This design comes from an exercise in tuning for small area, a short achievable clock period and few clock cycles per item on the open sky130 flow, not from production work.
In this exercise RTL edits were held to simulation tests only and were not proved equivalent to the original.

## flow/design.v (module list and top-level ports; edited modules follow where they fit)
// module rbm_gibbs_top: 1657 lines
module rbm_gibbs_top #(
   parameter int                            visible_dim = 16,
   parameter int                            hidden_dim  = 8,
   parameter int                            addr_width  = 8,
   parameter logic [rbm_pkg::prob_width-1:0] fwd_seed    = 8'h5a,
   parameter logic [rbm_pkg::prob_width-1:0] bwd_seed    = 8'hc3
) (
   input  logic                                   clock,
   input  logic                                   reset,
   input  logic                                   mode,
   input  logic                                   load_valid,
   output logic                                   load_ready,
   input  logic [addr_width-1:0]                  load_addr,
   input  logic signed [rbm_pkg::weight_width-1:0] load_data,
   input  logic                                   in_valid,
   output logic                                   in_ready,
   input  logic [visible_dim-1:0]                 in_visible,
   output logic                                   out_valid,
   input  logic                                   out_ready,
   output logic [hidden_dim-1:0]                  out_hidden,
   output logic [visible_dim-1:0]                 out_recon
);
  // ...
==> flow/flow/run.sh <==
#!/bin/bash
# Standard synthesis and layout, with timing repair asked to aim below the design's
# clock period (a larger setup margin) and clock tree synthesis without dummy loads;
# the SDC and every other setting are unchanged.
set -uo pipefail
bash standard.sh SETUP_SLACK_MARGIN=6.4 \
  "CTS_ARGS=-sink_clustering_enable -repair_clock_nets -dont_use_dummy_load -sink_clustering_size 20 -sink_clustering_max_diameter 100" \
  finish > make_finish.log 2>&1
==> flow/standard.sh <==
#!/bin/bash
# synth_recipe.tcl (not shown) runs the flow's synth.tcl, then flattens the netlist and writes it again
# the make line also repeats each setting of config.mk as NAME=value (left out here)
make -C /OpenROAD-flow-scripts/flow DESIGN_CONFIG=/design/flow/config.mk WORK_HOME=/design/flow/orfs CLKGATE_MAP_FILE= SYNTH_SCRIPT=/design/flow/synth_recipe.tcl "${@:-finish}"
==> flow/config.mk <==
export PLATFORM = sky130hd
export DESIGN_NAME = rbm_gibbs_top
export DESIGN_NICKNAME = rbm_gibbs_top
export VERILOG_FILES = /design/flow/design.v
export SDC_FILE = /design/flow/constraint.sdc
export NUM_CORES = 4
export LEC_CHECK = 0
export ABC_AREA = 1
export CAP_MARGIN = 20
export CORE_MARGIN = 2
export CORE_UTILIZATION = 45
export CTS_CLUSTER_DIAMETER = 100
export CTS_CLUSTER_SIZE = 20
export SLEW_MARGIN = 20
==> flow/constraint.sdc <==
create_clock -name core_clock -period 10.0 [get_ports {clock}]
set_input_delay 2.0000 -clock core_clock [delete_from_list [all_inputs] [get_ports {clock}]]
set_output_delay 2.0000 -clock core_clock [all_outputs]
set_load 0.01 [all_outputs]
==> impl_metrics.py, run 1 <==
metrics = {
    "clocking": {
        "clock_latency_ns": 1.07,
        "htreeDepth": 5,
        "hold_buffers": 0,
        "cts.repair.resized": 1988,
        "path_clk_slew_ns": 0.09,
    },
    "setup_path": {
        "r2r-start": "sb_lfsr[1]",
        "critPathKind": "reg -> reg",
        "crit_path_end_kind": "register",
        "required_ns": 10.94,
        "cp_num_cells": 27,
        "path_max_fanout": 7,
    },
    "finish": {
        "multi_input_area_sq_um": 179800,
        "clk_share_pct": 2.251,
        "final_cells": 48173,
        "seq_share_pct": 37.11,
        "multi_input_comb_cells": 24356,
        "largest_reg_flops": 600,
        "final_area_sq_um": 390200,
        "final_common_cell": "nand2_1",
        "drive_gt1_share_pct": 16.77,
        "largest_register": "q_mem",
        "nClkBuffers": 351,
        "ff_latch_area_sq_um": 144800,
    },
    "yosys": {
        "synth-adder-area-share_pct": 16.80,
        "ys_seq_area_share_pct": 44.09,
        "synthFlopType": "dfxtp_1",
    },
    "route": {
        "route.met3.wl_um": 71950,
        "drt_iter0_markers": 22547,
        "ant_nets": 0,
    },
    "timing": {
        "worst_slack_ns": 6.098,
        "hold_viol": 0,
    },
    "grt": {
        "top_usage_layer": "met2",
        "grt_pass1_wl_um": 1494000,
    },
    "run_status": {
        "status": "finished clean",
    },
    "placed_design": {
        "dp_hpwl_um": 717600,
        "place_area_sq_um": 340300,
        "port_buffers": 67,
        "dp.cells": 45938,
    },
    "floorplanning": {
        "die_h_um": 857.7,
        "die_w_um": 857.7,
        "num_io_pins": 69,
    },
    "hold_path": {
        "hold_start": "s5_vis[14]",
    },
}
Testbench counts, summed over its fixed seeds: cycles 1,216, items 1,024.
==> run 2: changes to the inputs <==
--- a/flow/design.v
+++ b/flow/design.v
@@ -83,27 +83,16 @@
       logic [8:0]  rl;
       logic [15:0] t;
       logic [15:0] s;
       rl = m ? ({1'b0, r} - 9'd127) : 9'd1;
       t  = {{2{rl[8]}}, rl, 5'd0};
       s  = {{2{a[13]}}, a} + (en ? {{4{w[11]}}, w} : 16'd0) - t;
       fire_add = ~s[15] & ~(m & (r == 8'hff));
    endfunction
-   function automatic logic fire_add_t(input logic [13:0] a, input logic [11:0] w,
-                                       input logic en, input logic m, input logic [8:0] rl,
-                                       input logic ff);
-      logic [8:0]  l;
-      logic [15:0] t;
-      logic [15:0] s;
-      l = m ? rl : 9'd1;
-      t = {{2{l[8]}}, l, 5'd0};
-      s = {{2{a[13]}}, a} + (en ? {{4{w[11]}}, w} : 16'd0) - t;
-      fire_add_t = ~s[15] & ~(m & ff);
-   endfunction
    function automatic logic [7:0] lfsr_steps(input logic [7:0] x, input int n);
       lfsr_steps = x;
       for (int i = 0; i < n; i++) begin
          lfsr_steps = lfsr_steps[0] ? ((lfsr_steps >> 1) ^ rbm_pkg::lfsr_taps) : (lfsr_steps >> 1);
       end
    endfunction
    logic [11:0]         w_0_0;
    logic [11:0]         w_0_1;
@@ -1054,56 +1043,40 @@
       s15_facc4 <= fa4_14_117;
       s15_facc5 <= fa5_14_118;
       s15_facc6 <= fa6_14_119;
       s15_facc7 <= fa7_14_120;
    end
    logic [7:0] sf_lfsr;
    logic [7:0] sf_lfsr_next;
    assign sf_lfsr_next = s15_valid ? lfsr_steps(sf_lfsr, 8) : sf_lfsr;
-   logic [8:0] sf_rl_0;
-   logic       sf_ff_0;
-   logic [8:0] sf_rl_1;
-   logic       sf_ff_1;
-   logic [8:0] sf_rl_2;
-   logic       sf_ff_2;
-   logic [8:0] sf_rl_3;
-   logic       sf_ff_3;
-   logic [8:0] sf_rl_4;
-   logic       sf_ff_4;
-   logic [8:0] sf_rl_5;
-   logic       sf_ff_5;
-   logic [8:0] sf_rl_6;
-   logic       sf_ff_6;
-   logic [8:0] sf_rl_7;
-   logic       sf_ff_7;
+   logic [7:0] sf_r_0;
+   logic [7:0] sf_r_1;
+   logic [7:0] sf_r_2;
+   logic [7:0] sf_r_3;
+   logic [7:0] sf_r_4;
+   logic [7:0] sf_r_5;
+   logic [7:0] sf_r_6;
+   logic [7:0] sf_r_7;
    always_ff @(posedge clock or posedge reset) begin
       if (reset) sf_lfsr <= 8'h5a;
       else       sf_lfsr <= sf_lfsr_next;
    end
    always_ff @(posedge clock) begin
-      sf_rl_0 <= {1'b0, lfsr_steps(sf_lfsr_next, 0)} - 9'd127;
-      sf_ff_0 <= (lfsr_steps(sf_lfsr_next, 0) == 8'hff);
-      sf_rl_1 <= {1'b0, lfsr_steps(sf_lfsr_next, 1)} - 9'd127;
-      sf_ff_1 <= (lfsr_steps(sf_lfsr_next, 1) == 8'hff);
-      sf_rl_2 <= {1'b0, lfsr_steps(sf_lfsr_next, 2)} - 9'd127;
-      sf_ff_2 <= (lfsr_steps(sf_lfsr_next, 2) == 8'hff);
-      sf_rl_3 <= {1'b0, lfsr_steps(sf_lfsr_next, 3)} - 9'd127;
-      sf_ff_3 <= (lfsr_steps(sf_lfsr_next, 3) == 8'hff);
-      sf_rl_4 <= {1'b0, lfsr_steps(sf_lfsr_next, 4)} - 9'd127;
-      sf_ff_4 <= (lfsr_steps(sf_lfsr_next, 4) == 8'hff);
-      sf_rl_5 <= {1'b0, lfsr_steps(sf_lfsr_next, 5)} - 9'd127;
-      sf_ff_5 <= (lfsr_steps(sf_lfsr_next, 5) == 8'hff);
-      sf_rl_6 <= {1'b0, lfsr_steps(sf_lfsr_next, 6)} - 9'd127;
-      sf_ff_6 <= (lfsr_steps(sf_lfsr_next, 6) == 8'hff);
-      sf_rl_7 <= {1'b0, lfsr_steps(sf_lfsr_next, 7)} - 9'd127;
-      sf_ff_7 <= (lfsr_steps(sf_lfsr_next, 7) == 8'hff);
+      sf_r_0 <= lfsr_steps(sf_lfsr_next, 0);
+      sf_r_1 <= lfsr_steps(sf_lfsr_next, 1);
+      sf_r_2 <= lfsr_steps(sf_lfsr_next, 2);
+      sf_r_3 <= lfsr_steps(sf_lfsr_next, 3);
+      sf_r_4 <= lfsr_steps(sf_lfsr_next, 4);
+      sf_r_5 <= lfsr_steps(sf_lfsr_next, 5);
+      sf_r_6 <= lfsr_steps(sf_lfsr_next, 6);
+      sf_r_7 <= lfsr_steps(sf_lfsr_next, 7);
    end
    logic [7:0] hid_121;
-   assign hid_121 = {fire_add_t(s15_facc7[13:0], w_15_7, s15_vis[15], mode_r, sf_rl_7, sf_ff_7), fire_add_t(s15_facc6[13:0], w_15_6, s15_vis[15], mode_r, sf_rl_6, sf_ff_6), fire_add_t(s15_facc5[13:0], w_15_5, s15_vis[15], mode_r, sf_rl_5, sf_ff_5), fire_add_t(s15_facc4[13:0], w_15_4, s15_vis[15], mode_r, sf_rl_4, sf_ff_4), fire_add_t(s15_facc3[13:0], w_15_3, s15_vis[15], mode_r, sf_rl_3, sf_ff_3), fire_add_t(s15_facc2[13:0], w_15_2, s15_vis[15], mode_r, sf_rl_2, sf_ff_2), fire_add_t(s15_facc1[13:0], w_15_1, s15_vis[15], mode_r, sf_rl_1, sf_ff_1), fire_add_t(s15_facc0[13:0], w_15_0, s15_vis[15], mode_r, sf_rl_0, sf_ff_0)};
+   assign hid_121 = {fire_add(s15_facc7[13:0], w_15_7, s15_vis[15], mode_r, sf_r_7), fire_add(s15_facc6[13:0], w_15_6, s15_vis[15], mode_r, sf_r_6), fire_add(s15_facc5[13:0], w_15_5, s15_vis[15], mode_r, sf_r_5), fire_add(s15_facc4[13:0], w_15_4, s15_vis[15], mode_r, sf_r_4), fire_add(s15_facc3[13:0], w_15_3, s15_vis[15], mode_r, sf_r_3), fire_add(s15_facc2[13:0], w_15_2, s15_vis[15], mode_r, sf_r_2), fire_add(s15_facc1[13:0], w_15_1, s15_vis[15], mode_r, sf_r_1), fire_add(s15_facc0[13:0], w_15_0, s15_vis[15], mode_r, sf_r_0)};
    logic s16_valid;
    always_ff @(posedge clock or posedge reset) begin
       if (reset) s16_valid <= 1'b0;
       else       s16_valid <= s15_valid;
    end
    logic [7:0] s16_hid;
    always_ff @(posedge clock) begin
       s16_hid <= hid_121;
@@ -1544,88 +1517,56 @@
       s22_bacc12 <= ba12_6_214;
       s22_bacc13 <= ba13_6_215;
       s22_bacc14 <= ba14_6_216;
       s22_bacc15 <= ba15_6_217;
    end
    logic [7:0] sb_lfsr;
    logic [7:0] sb_lfsr_next;
    assign sb_lfsr_next = s22_valid ? lfsr_steps(sb_lfsr, 16) : sb_lfsr;
-   logic [8:0] sb_rl_0;
-   logic       sb_ff_0;
-   logic [8:0] sb_rl_1;
-   logic       sb_ff_1;
-   logic [8:0] sb_rl_2;
-   logic       sb_ff_2;
-   logic [8:0] sb_rl_3;
-   logic       sb_ff_3;
-   logic [8:0] sb_rl_4;
-   logic       sb_ff_4;
-   logic [8:0] sb_rl_5;
-   logic       sb_ff_5;
-   logic [8:0] sb_rl_6;
-   logic       sb_ff_6;
-   logic [8:0] sb_rl_7;
-   logic       sb_ff_7;
-   logic [8:0] sb_rl_8;
-   logic       sb_ff_8;
-   logic [8:0] sb_rl_9;
-   logic       sb_ff_9;
-   logic [8:0] sb_rl_10;
-   logic       sb_ff_10;
-   logic [8:0] sb_rl_11;
-   logic       sb_ff_11;
-   logic [8:0] sb_rl_12;
-   logic       sb_ff_12;
-   logic [8:0] sb_rl_13;
-   logic       sb_ff_13;
-   logic [8:0] sb_rl_14;
-   logic       sb_ff_14;
-   logic [8:0] sb_rl_15;
-   logic       sb_ff_15;
+   logic [7:0] sb_r_0;
+   logic [7:0] sb_r_1;
+   logic [7:0] sb_r_2;
+   logic [7:0] sb_r_3;
+   logic [7:0] sb_r_4;
+   logic [7:0] sb_r_5;
+   logic [7:0] sb_r_6;
+   logic [7:0] sb_r_7;
+   logic [7:0] sb_r_8;
+   logic [7:0] sb_r_9;
+   logic [7:0] sb_r_10;
+   logic [7:0] sb_r_11;
+   logic [7:0] sb_r_12;
+   logic [7:0] sb_r_13;
+   logic [7:0] sb_r_14;
+   logic [7:0] sb_r_15;
    always_ff @(posedge clock or posedge reset) begin
       if (reset) sb_lfsr <= 8'hc3;
       else       sb_lfsr <= sb_lfsr_next;
    end
    always_ff @(posedge clock) begin
-      sb_rl_0 <= {1'b0, lfsr_steps(sb_lfsr_next, 0)} - 9'd127;
-      sb_ff_0 <= (lfsr_steps(sb_lfsr_next, 0) == 8'hff);
-      sb_rl_1 <= {1'b0, lfsr_steps(sb_lfsr_next, 1)} - 9'd127;
-      sb_ff_1 <= (lfsr_steps(sb_lfsr_next, 1) == 8'hff);
-      sb_rl_2 <= {1'b0, lfsr_steps(sb_lfsr_next, 2)} - 9'd127;
-      sb_ff_2 <= (lfsr_steps(sb_lfsr_next, 2) == 8'hff);
-      sb_rl_3 <= {1'b0, lfsr_steps(sb_lfsr_next, 3)} - 9'd127;
-      sb_ff_3 <= (lfsr_steps(sb_lfsr_next, 3) == 8'hff);
-      sb_rl_4 <= {1'b0, lfsr_steps(sb_lfsr_next, 4)} - 9'd127;
-      sb_ff_4 <= (lfsr_steps(sb_lfsr_next, 4) == 8'hff);
-      sb_rl_5 <= {1'b0, lfsr_steps(sb_lfsr_next, 5)} - 9'd127;
-      sb_ff_5 <= (lfsr_steps(sb_lfsr_next, 5) == 8'hff);
-      sb_rl_6 <= {1'b0, lfsr_steps(sb_lfsr_next, 6)} - 9'd127;
-      sb_ff_6 <= (lfsr_steps(sb_lfsr_next, 6) == 8'hff);
-      sb_rl_7 <= {1'b0, lfsr_steps(sb_lfsr_next, 7)} - 9'd127;
-      sb_ff_7 <= (lfsr_steps(sb_lfsr_next, 7) == 8'hff);
-      sb_rl_8 <= {1'b0, lfsr_steps(sb_lfsr_next, 8)} - 9'd127;
-      sb_ff_8 <= (lfsr_steps(sb_lfsr_next, 8) == 8'hff);
-      sb_rl_9 <= {1'b0, lfsr_steps(sb_lfsr_next, 9)} - 9'd127;
-      sb_ff_9 <= (lfsr_steps(sb_lfsr_next, 9) == 8'hff);
-      sb_rl_10 <= {1'b0, lfsr_steps(sb_lfsr_next, 10)} - 9'd127;
-      sb_ff_10 <= (lfsr_steps(sb_lfsr_next, 10) == 8'hff);
-      sb_rl_11 <= {1'b0, lfsr_steps(sb_lfsr_next, 11)} - 9'd127;
-      sb_ff_11 <= (lfsr_steps(sb_lfsr_next, 11) == 8'hff);
-      sb_rl_12 <= {1'b0, lfsr_steps(sb_lfsr_next, 12)} - 9'd127;
-      sb_ff_12 <= (lfsr_steps(sb_lfsr_next, 12) == 8'hff);
-      sb_rl_13 <= {1'b0, lfsr_steps(sb_lfsr_next, 13)} - 9'd127;
-      sb_ff_13 <= (lfsr_steps(sb_lfsr_next, 13) == 8'hff);
-      sb_rl_14 <= {1'b0, lfsr_steps(sb_lfsr_next, 14)} - 9'd127;
-      sb_ff_14 <= (lfsr_steps(sb_lfsr_next, 14) == 8'hff);
-      sb_rl_15 <= {1'b0, lfsr_steps(sb_lfsr_next, 15)} - 9'd127;
-      sb_ff_15 <= (lfsr_steps(sb_lfsr_next, 15) == 8'hff);
+      sb_r_0 <= lfsr_steps(sb_lfsr_next, 0);
+      sb_r_1 <= lfsr_steps(sb_lfsr_next, 1);
+      sb_r_2 <= lfsr_steps(sb_lfsr_next, 2);
+      sb_r_3 <= lfsr_steps(sb_lfsr_next, 3);
+      sb_r_4 <= lfsr_steps(sb_lfsr_next, 4);
+      sb_r_5 <= lfsr_steps(sb_lfsr_next, 5);
+      sb_r_6 <= lfsr_steps(sb_lfsr_next, 6);
+      sb_r_7 <= lfsr_steps(sb_lfsr_next, 7);
+      sb_r_8 <= lfsr_steps(sb_lfsr_next, 8);
+      sb_r_9 <= lfsr_steps(sb_lfsr_next, 9);
+      sb_r_10 <= lfsr_steps(sb_lfsr_next, 10);
+      sb_r_11 <= lfsr_steps(sb_lfsr_next, 11);
+      sb_r_12 <= lfsr_steps(sb_lfsr_next, 12);
+      sb_r_13 <= lfsr_steps(sb_lfsr_next, 13);
+      sb_r_14 <= lfsr_steps(sb_lfsr_next, 14);
+      sb_r_15 <= lfsr_steps(sb_lfsr_next, 15);
    end
    logic [15:0] rec_218;
-   assign rec_218 = {fire_add_t(s22_bacc15[13:0], w_15_7, s22_hid[7], mode_r, sb_rl_15, sb_ff_15), fire_add_t(s22_bacc14[13:0], w_14_7, s22_hid[7], mode_r, sb_rl_14, sb_ff_14), fire_add_t(s22_bacc13[13:0], w_13_7, s22_hid[7], mode_r, sb_rl_13, sb_ff_13), fire_add_t(s22_bacc12[13:0], w_12_7, s22_hid[7], mode_r, sb_rl_12, sb_ff_12), fire_add_t(s22_bacc11[13:0], w_11_7, s22_hid[7], mode_r, sb_rl_11, sb_ff_11), fire_add_t(s22_bacc10[13:0], w_10_7, s22_hid[7], mode_r, sb_rl_10, sb_ff_10), fire_add_t(s22_bacc9[13:0], w_9_7, s22_hid[7], mode_r, sb_rl_9, sb_ff_9), fire_add_t(s22_bacc8[13:0], w_8_7, s22_hid[7], mode_r, sb_rl_8, sb_ff_8), fire_add_t(s22_bacc7[13:0], w_7_7, s22_hid[7], mode_r, sb_rl_7, sb_ff_7), fire_add_t(s22_bacc6[13:0], w_6_7, s22_hid[7], mode_r, sb_rl_6, sb_ff_6), fire_add_t(s22_bacc5[13:0], w_5_7, s22_hid[7], mode_r, sb_rl_5, sb_ff_5), fire_add_t(s22_bacc4[13:0], w_4_7, s22_hid[7], mode_r, sb_rl_4, sb_ff_4), fire_add_t(s22_bacc3[13:0], w_3_7, s22_hid[7], mode_r, sb_rl_3, sb_ff_3), fire_add_t(s22_bacc2[13:0], w_2_7, s22_hid[7], mode_r, sb_rl_2, sb_ff_2), fire_add_t(s22_bacc1[13:0], w_1_7, s22_hid[7], mode_r, sb_rl_1, sb_ff_1), fire_add_t(s22_bacc0[13:0], w_0_7, s22_hid[7], mode_r, sb_rl_0, sb_ff_0)};
+   assign rec_218 = {fire_add(s22_bacc15[13:0], w_15_7, s22_hid[7], mode_r, sb_r_15), fire_add(s22_bacc14[13:0], w_14_7, s22_hid[7], mode_r, sb_r_14), fire_add(s22_bacc13[13:0], w_13_7, s22_hid[7], mode_r, sb_r_13), fire_add(s22_bacc12[13:0], w_12_7, s22_hid[7], mode_r, sb_r_12), fire_add(s22_bacc11[13:0], w_11_7, s22_hid[7], mode_r, sb_r_11), fire_add(s22_bacc10[13:0], w_10_7, s22_hid[7], mode_r, sb_r_10), fire_add(s22_bacc9[13:0], w_9_7, s22_hid[7], mode_r, sb_r_9), fire_add(s22_bacc8[13:0], w_8_7, s22_hid[7], mode_r, sb_r_8), fire_add(s22_bacc7[13:0], w_7_7, s22_hid[7], mode_r, sb_r_7), fire_add(s22_bacc6[13:0], w_6_7, s22_hid[7], mode_r, sb_r_6), fire_add(s22_bacc5[13:0], w_5_7, s22_hid[7], mode_r, sb_r_5), fire_add(s22_bacc4[13:0], w_4_7, s22_hid[7], mode_r, sb_r_4), fire_add(s22_bacc3[13:0], w_3_7, s22_hid[7], mode_r, sb_r_3), fire_add(s22_bacc2[13:0], w_2_7, s22_hid[7], mode_r, sb_r_2), fire_add(s22_bacc1[13:0], w_1_7, s22_hid[7], mode_r, sb_r_1), fire_add(s22_bacc0[13:0], w_0_7, s22_hid[7], mode_r, sb_r_0)};
    logic s23_valid;
    always_ff @(posedge clock or posedge reset) begin
       if (reset) s23_valid <= 1'b0;
       else       s23_valid <= s22_valid;
    end
    logic [7:0] s23_hid;
    logic [15:0] s23_rec;
    always_ff @(posedge clock) begin
==> impl_metrics.py, run 2 <==
metrics = {
    "yosys": {
        "synth_seq_cells": 5839,
        "syn_area_per_cell_sq_um": 8.774,
        "synth_commonest_cells": "8775 x nand2_1, 5798 x inv_1, 3426 x ha_1",
        "ys_seq_area_share_pct": 43.41,
        "synth.net_count": 41242,
        "ys_async_sr_fraction_pct": 1.045,
        "synthMostInstantiatedCell": "nand2_1",
        "yosys_warnings": 1,
        "synthFlopType": "dfxtp_1",
        "synthTopCellsByArea": "edfxtp_1 22%, dfxtp_1 21%, ha_1 13%",
        "synthCells": 37149,
        "yosysTopAreaCellShare_pct": 22.33,
        "synth-edff-count": 2424,
        "syn_area_sq_um": 325900,
        "yosys.area.top_type": "edfxtp_1",
        "ys_types": 69,
    },
    "placed_design": {
        "dp_hpwl_um": 704800,
        "port_buffers": 67,
        "dp.cells": 46302,
        "gp_congestion": 0.9408,
    },
    "route": {
        "viasPerCell": 5.336,
        "wl_per_cell_um": 22.16,
        "ant_nets": 0,
        "drt_iter0_markers": 22846,
        "dr.pass1.iters": 9,
        "drc": 0,
        "vias": 258794,
        "wl_um": 1075000,
    },
    "timing": {
        "min_period_ns": 3.807,
        "fin_worst_skew_ns": 0.09571,
        "rsz0062_at_grt": "true",
        "fin_setup_tns_ns": 0,
        "tightest_slew_ns": 1.230,
        "setup_violations": 0,
        "max_freq_mhz": 262.7,
        "slew_headroom_pct": 18.00,
        "hold_viol": 0,
        "period_share_pct": 38.07,
        "slew_viol_final": 0,
    },
    "setup_path": {
        "cp.arrival_ns": 4.72,
        "cp-start-kind": "register",
        "crit_path_end_kind": "register",
        "critPathKind": "reg -> reg",
        "required_ns": 10.91,
        "path_max_fanout": 7,
    },
    "grt": {
        "grt_pass1_wl_um": 1488000,
        "grt_pass1_vias": 242849,
        "grt_util_all_layers_pct": 26.92,
        "gr-total-overflow": 0,
        "antenna_found_initial": 98,
        "grt_max_degree": 98,
    },
    "clocking": {
        "path_clk_slew_ns": 0.08,
        "hold_buffers": 0,
        "htreeDepth": 5,
        "clk_path_buf_depth": 4,
        "cts_sinks": 5839,
        "clock_latency_ns": 1.09,
        "cts_buffers": 338,
        "root_buffer": "clkbuf_16",
        "cts_tree": "built",
    },
    "floorplanning": {
        "die_w_um": 855.1,
        "die_h_um": 855.1,
        "num_io_pins": 69,
        "core_area_sq_um": 721800,
        "rows": 312,
        "die_area_sq_um": 731100,
        "initial_utilization_pct": 45.16,
    },
    "finish": {
        "ff_latch_area_sq_um": 141700,
        "drive_gt1_share_pct": 15.05,
        "largest_register": "q_mem",
        "fin_nets": 42934,
        "final_cells": 48496,
        "final_cell_mix": "7834 x nand2_1, 5581 x inv_1, 3274 x dfxtp_1, 3163 x ha_1, 2424 x edfxtp_1",
        "largest_reg_flops": 600,
        "final_common_cell": "nand2_1",
        "multi_input_area_sq_um": 175800,
        "area_growth_syn_to_layout_pct": 17.13,
        "fill_cells": 65621,
    },
    "run_status": {
        "status": "finished clean",
    },
    "hold_path": {
        "holdCritPathClass": "reg -> reg",
    },
    "job": {
        "drv_cap": 0,
    },
}
==> run 2: path summary, 6_finish.rpt <==
kind / slack, ns / endpoint / start / cells past startpoint
setup / recovery: 6.19 / s22_bacc5[10] / s21_hid[6] / 25
setup reg to reg: 6.19 / s22_bacc5[10] / s21_hid[6] / 25
max in group asynchronous: 7.54 / sb_lfsr[5] / reset / 3
min in group asynchronous: 1.28 / q_rd[0] / reset / 2
hold reg to reg: 0.30 / s15_vis[15] / s14_vis[15] / 0
hold / removal: 0.30 / s15_vis[15] / s14_vis[15] / 0
==> run 2: per-layer routing <==
metal | up-vias | track usage [%] | wire [um]
met3 | 2019 | 2.989 | 73330
met1 | 123546 | 34.78 | 438100
li1 | 124690 | - | -
met2 | 8507 | 46.16 | 508200
met5 | - | 0 | 211
met4 | 32 | 10.65 | 55060
==> run 2: timing repair <==
item / CTS / global route
endpoints found under the setup margin: 2231 / 2206
cloned: 75 / 96
buffers inserted: 431 / 1171
gates resized for setup: 1394 / 3998
pin swaps: 138 / 1294
==> run 2: layout make-up <==
cell class	count	area share [%]
diodes	80	0.05244
clock buffers	338	2.216
inverters	5815	5.754
multi-input cells	24832	46.06
flip-flops and latches	5839	37.12
well taps	9577	3.139
repair buffers	2013	5.649
repair inverters	2	0.005244
==> run 2: cells by family (layout without fill, tap and decap cells) <==
kind of cell | after synthesis | after routing | synth area share (%)
compound gates | 5424 | 5424 | 9.059
xor+xnor | 2499 | 2499 | 6.740
fa+ha+maj | 4051 | 4051 | 16.99
buf+inv | 6514 | 8168 | 7.515
flops | 5839 | 5839 | 43.41
mux | 48 | 48 | 0.1474
other cells | 1 | 81 | 0.001151
simple gates | 12773 | 12809 | 16.14
==> run 2: critical path, stage by stage (launching register included) <==
cell and delay (ns):
dfxtp_4 0.36, buf_6 0.10, buf_12 0.16, buf_16 0.18
buf_12 0.15, buf_12 0.13, nand2_4 0.06, inv_4 0.06
ha_4 0.12, inv_2 0.03, fa_2 0.34, o211ai_1 0.25
nand3_1 0.11, nand2_1 0.12, nand3_2 0.08, nand2_2 0.10
nand3_2 0.08, nand2_2 0.09, a21oi_2 0.05, o21bai_1 0.18
nand2_1 0.10, a22oi_2 0.16, inv_2 0.08, or2_4 0.32
nand2_4 0.13, o21ai_1 0.08
==> run 2: per-stage QoR <==
stage                     setup WS, ns  area, sq um  hold slack, ns  util [%]
after floorplan                  5.954       326600          0.3096         -
final                            6.193       381800          0.3041     52.89
after global placement           4.405       338500          0.3100     46.90
after global routing             6.029       381600          0.3068     52.87
after CTS                        6.215       356500          0.3109     49.39
after detailed placement         4.350       338600          0.3118     46.91
Testbench counts of run 2, summed over its fixed seeds: cycles 1,216, items 1,024.
==> run 3: changes to the inputs <==
==> flow/flow/run.sh (replaced) <==
#!/bin/bash
# Standard synthesis and layout, with timing repair asked to aim below the design's
# clock period (a larger setup margin); the SDC and every other setting are unchanged.
set -uo pipefail
bash standard.sh SETUP_SLACK_MARGIN=6.25 finish > make_finish.log 2>&1
==> impl_metrics.py, run 3 <==
metrics = {
    "run_status": {
        "status": "finished clean",
    },
    "yosys": {
        "synth_commonest_cells": "8775 x nand2_1, 5798 x inv_1, 3426 x ha_1",
        "synth-edff-count": 2424,
        "yosys-mux-area-fraction_pct": 0.1474,
        "synth_compound_area_share_pct": 9.059,
        "ys_seq_area_share_pct": 43.41,
        "synthCells": 37149,
        "synth-adder-area-share_pct": 16.99,
        "synthFlopType": "dfxtp_1",
        "yosys_warnings": 1,
        "syn_area_per_cell_sq_um": 8.774,
        "synth_top_family_by_area": "adder cells",
        "yosys.area.top_type": "edfxtp_1",
        "synth.net_count": 41242,
        "syn_area_sq_um": 325900,
        "synth_seq_cells": 5839,
        "synthTopCellsByArea": "edfxtp_1 22%, dfxtp_1 21%, ha_1 13%",
        "synthMostInstantiatedCell": "nand2_1",
        "ys_async_sr_fraction_pct": 1.045,
        "ys_types": 69,
        "synthSimpleGateAreaFrac_pct": 16.14,
        "yosysTopAreaCellShare_pct": 22.33,
        "synth-xor-area-share_pct": 6.740,
    },
    "grt": {
        "grt_pass1_vias": 242515,
        "antenna_found_initial": 98,
        "grt_util_all_layers_pct": 26.56,
        "grt_pass1_wl_um": 1475000,
        "grt_max_degree": 95,
        "gr-total-overflow": 0,
    },
    "floorplanning": {
        "core_area_sq_um": 721800,
        "die_w_um": 855.1,
        "die_h_um": 855.1,
        "initial_utilization_pct": 45.16,
        "die_area_sq_um": 731100,
        "rows": 312,
        "num_io_pins": 69,
    },
    "clocking": {
        "htreeDepth": 5,
        "clk_path_buf_depth": 4,
        "cts_tree": "built",
        "cts_buffers": 341,
        "root_buffer": "clkbuf_16",
        "clock_latency_ns": 1.11,
        "cts_sinks": 5839,
        "path_clk_slew_ns": 0.09,
    },
    "finish": {
        "multi_input_area_sq_um": 166800,
        "ff_latch_area_sq_um": 141700,
        "fin_nets": 42000,
        "largest_reg_flops": 600,
        "final_cell_mix": "8304 x nand2_1, 5741 x inv_1, 3370 x ha_1, 3285 x dfxtp_1, 2476 x a21oi_1",
        "final_cells": 47865,
        "largest_register": "q_mem",
        "area_growth_syn_to_layout_pct": 12.08,
        "final_area_sq_um": 365300,
        "drive_gt1_share_pct": 8.484,
        "final_common_cell": "nand2_1",
        "fill_cells": 67664,
    },
    "timing": {
        "slew_viol_final": 0,
        "tightest_slew_ns": 1.321,
        "max_freq_mhz": 264.1,
        "slew_headroom_pct": 11.79,
        "fin_setup_tns_ns": 0,
        "setup_violations": 0,
        "rsz0062_at_grt": "true",
        "min_period_ns": 3.787,
        "worst_slack_ns": 6.213,
        "period_share_pct": 37.87,
        "fin_hold_ws_ns": 0.3061,
        "fin_worst_skew_ns": 0.09243,
        "hold_viol": 0,
    },
    "setup_path": {
        "crit_path_end_kind": "register",
        "cp_cell_sequence": "clkinv_16 -> buf_4 -> a21oi_2 -> o21ai_0 -> a31oi_1 -> fa_1 -> inv_1 -> ha_1 -> a21oi_1 -> o211ai_1 -> a211oi_1 -> o32ai_1 -> a31oi_1 -> buf_4",
        "cp-start-kind": "register",
        "critPathKind": "reg -> reg",
        "critPathSlowestCell": "dfxtp_4",
        "path_max_fanout": 50,
        "cp.arrival_ns": 4.76,
        "required_ns": 10.98,
        "critPathMaxStageDelay_ns": 0.47,
        "path_buf_inv": 4,
        "cp_top_family": "compound AO/OA/AOI/OAI gates",
    },
    "route": {
        "wl_um": 1044000,
        "viasPerCell": 5.275,
        "drt_iter0_markers": 20939,
        "dr.pass1.iters": 9,
        "wl_per_cell_um": 21.82,
        "drc": 0,
        "ant_nets": 0,
        "vias": 252507,
    },
    "placed_design": {
        "place_area_sq_um": 338400,
        "dp_hpwl_um": 720500,
        "dp.cells": 46318,
        "gp_congestion": 0.9291,
        "dp_slack_ns": 4.162,
        "port_buffers": 67,
    },
    "hold_path": {
        "holdCritPathClass": "reg -> reg",
    },
    "job": {
        "drv_cap": 0,
    },
}
[run 3: cell count changes in the layout (fill, tap and decap cells not counted), moves of 193 or more]
cell      before   now
ha_1        3163  3370
a21oi_1     2283  2476
nand2_1     7834  8304
o21ai_0      859  1129
o21ai_2      544   307
buf_4       1409   758
nand2_2      631   348
clkbuf_1       0   231
[run 3: final timing paths]
check / slack (ns) / cells past startpoint / end / from
setup / recovery: 6.21 / 14 / s16_hid[6] / mode_r
hold / removal: 0.31 / 0 / s8_vis[10] / s7_vis[10]
setup reg to reg: 6.21 / 14 / s16_hid[6] / mode_r
hold reg to reg: 0.31 / 0 / s8_vis[10] / s7_vis[10]
max in group asynchronous: 7.44 / 3 / sb_lfsr[4] / reset
min in group asynchronous: 1.26 / 2 / s12_valid / reset
[run 3: per-layer routing]
layer / share of wire [%] / vias up / track usage (%)
met3: 6.1 / 1805 / 2.547
met2: 47 / 7485 / 45.76
met4: 5.0 / 14 / 10.76
met5: 0.0098 / - / 0
li1: - / 123040 / -
met1: 42 / 120163 / 34.31
[run 3: final cells by class]
class                   count  area share, %
clock buffers             587          2.649
flip-flops and latches   5839          38.79
multi-input cells       24812          45.67
repair buffers           1096          3.376
repair inverters            2       0.004795
diodes                     88        0.06028
well taps                9577          3.280
inverters                5815          6.000
clock inverters            49         0.1740
[run 3: worst reg2reg max path: stages, from the launching register on]
cell	delay (ns)
dfxtp_4	0.47
clkinv_16	0.28
buf_4	0.39
a21oi_2	0.22
o21ai_0	0.11
a31oi_1	0.21
fa_1	0.44
inv_1	0.07
ha_1	0.24
a21oi_1	0.18
o211ai_1	0.14
a211oi_1	0.32
o32ai_1	0.14
a31oi_1	0.22
buf_4	0.26
[run 3: repair_timing]
| item | 4_1_cts | 5_1_grt |
|---|---|---|
| resized for setup | 663 | 2139 |
| endpoints found under the hold margin | 0 | 0 |
| endpoints found under the setup margin | 2066 | 2011 |
| setup buffers | 142 | 562 |
| pin swaps | 28 | 433 |
| hold buffers | 0 | 0 |
| cloned | 43 | 71 |
[run 3: cell families after synthesis]
kind of cell,after synthesis
buffers and inverters,6514
other,1
AND/OR/NAND/NOR,12773
adder cells (fa/ha/maj),4051
flip-flops,5839
multiplexers,48
XOR/XNOR,2499
AO/OA/AOI/OAI,5424
[run 3: stage by stage]
step / util, %
5_1_grt: 50.60
2_1_floorplan: -
3_5_place_dp: 46.88
3_3_place_gp: 46.87
6_report: 50.61
4_1_cts: 48.91

afterwards: timing with drivers on the ports:
No port has a modelled driver above. Below, the same layouts with a new extraction and two added sets of constraints.
Step 1 assumes that a clkbuf_16 drives the clock port and a buf_2 every other input.
Step 2 moves the port delays by t, midway between the first and last clock arrival at a register: inputs arrive t later, outputs are due t later. That takes back most of the time a late clock gives input paths.
Slacks: no drivers / after step 1 / after step 2; pairs: no drivers / after step 1.
| run | t, ns | slack for setup (ns) | hold slack, ns | latest minus earliest clock arrival (ns) | cell pins on the clock port's net |
|---|---|---|---|---|---|
| run 1 | 1.174 | 6.098 / 6.098 / 5.337 | 0.294 / 0.294 / 0.294 | 0.114 / 0.115 | 1 |
| run 2 | 1.199 | 6.193 / 6.193 / 5.261 | 0.304 / 0.304 / 0.304 | 0.155 / 0.155 | 1 |
| run 3 | 1.204 | 6.213 / 6.194 / 5.155 | 0.306 / 0.306 / 0.306 | 0.098 / 0.099 | 1 |
After both steps every run listed still meets setup and hold. For run 3, which loses most, drivers alone change the setup slack by -0.019 ns; drivers and shift together by -1.058 ns.
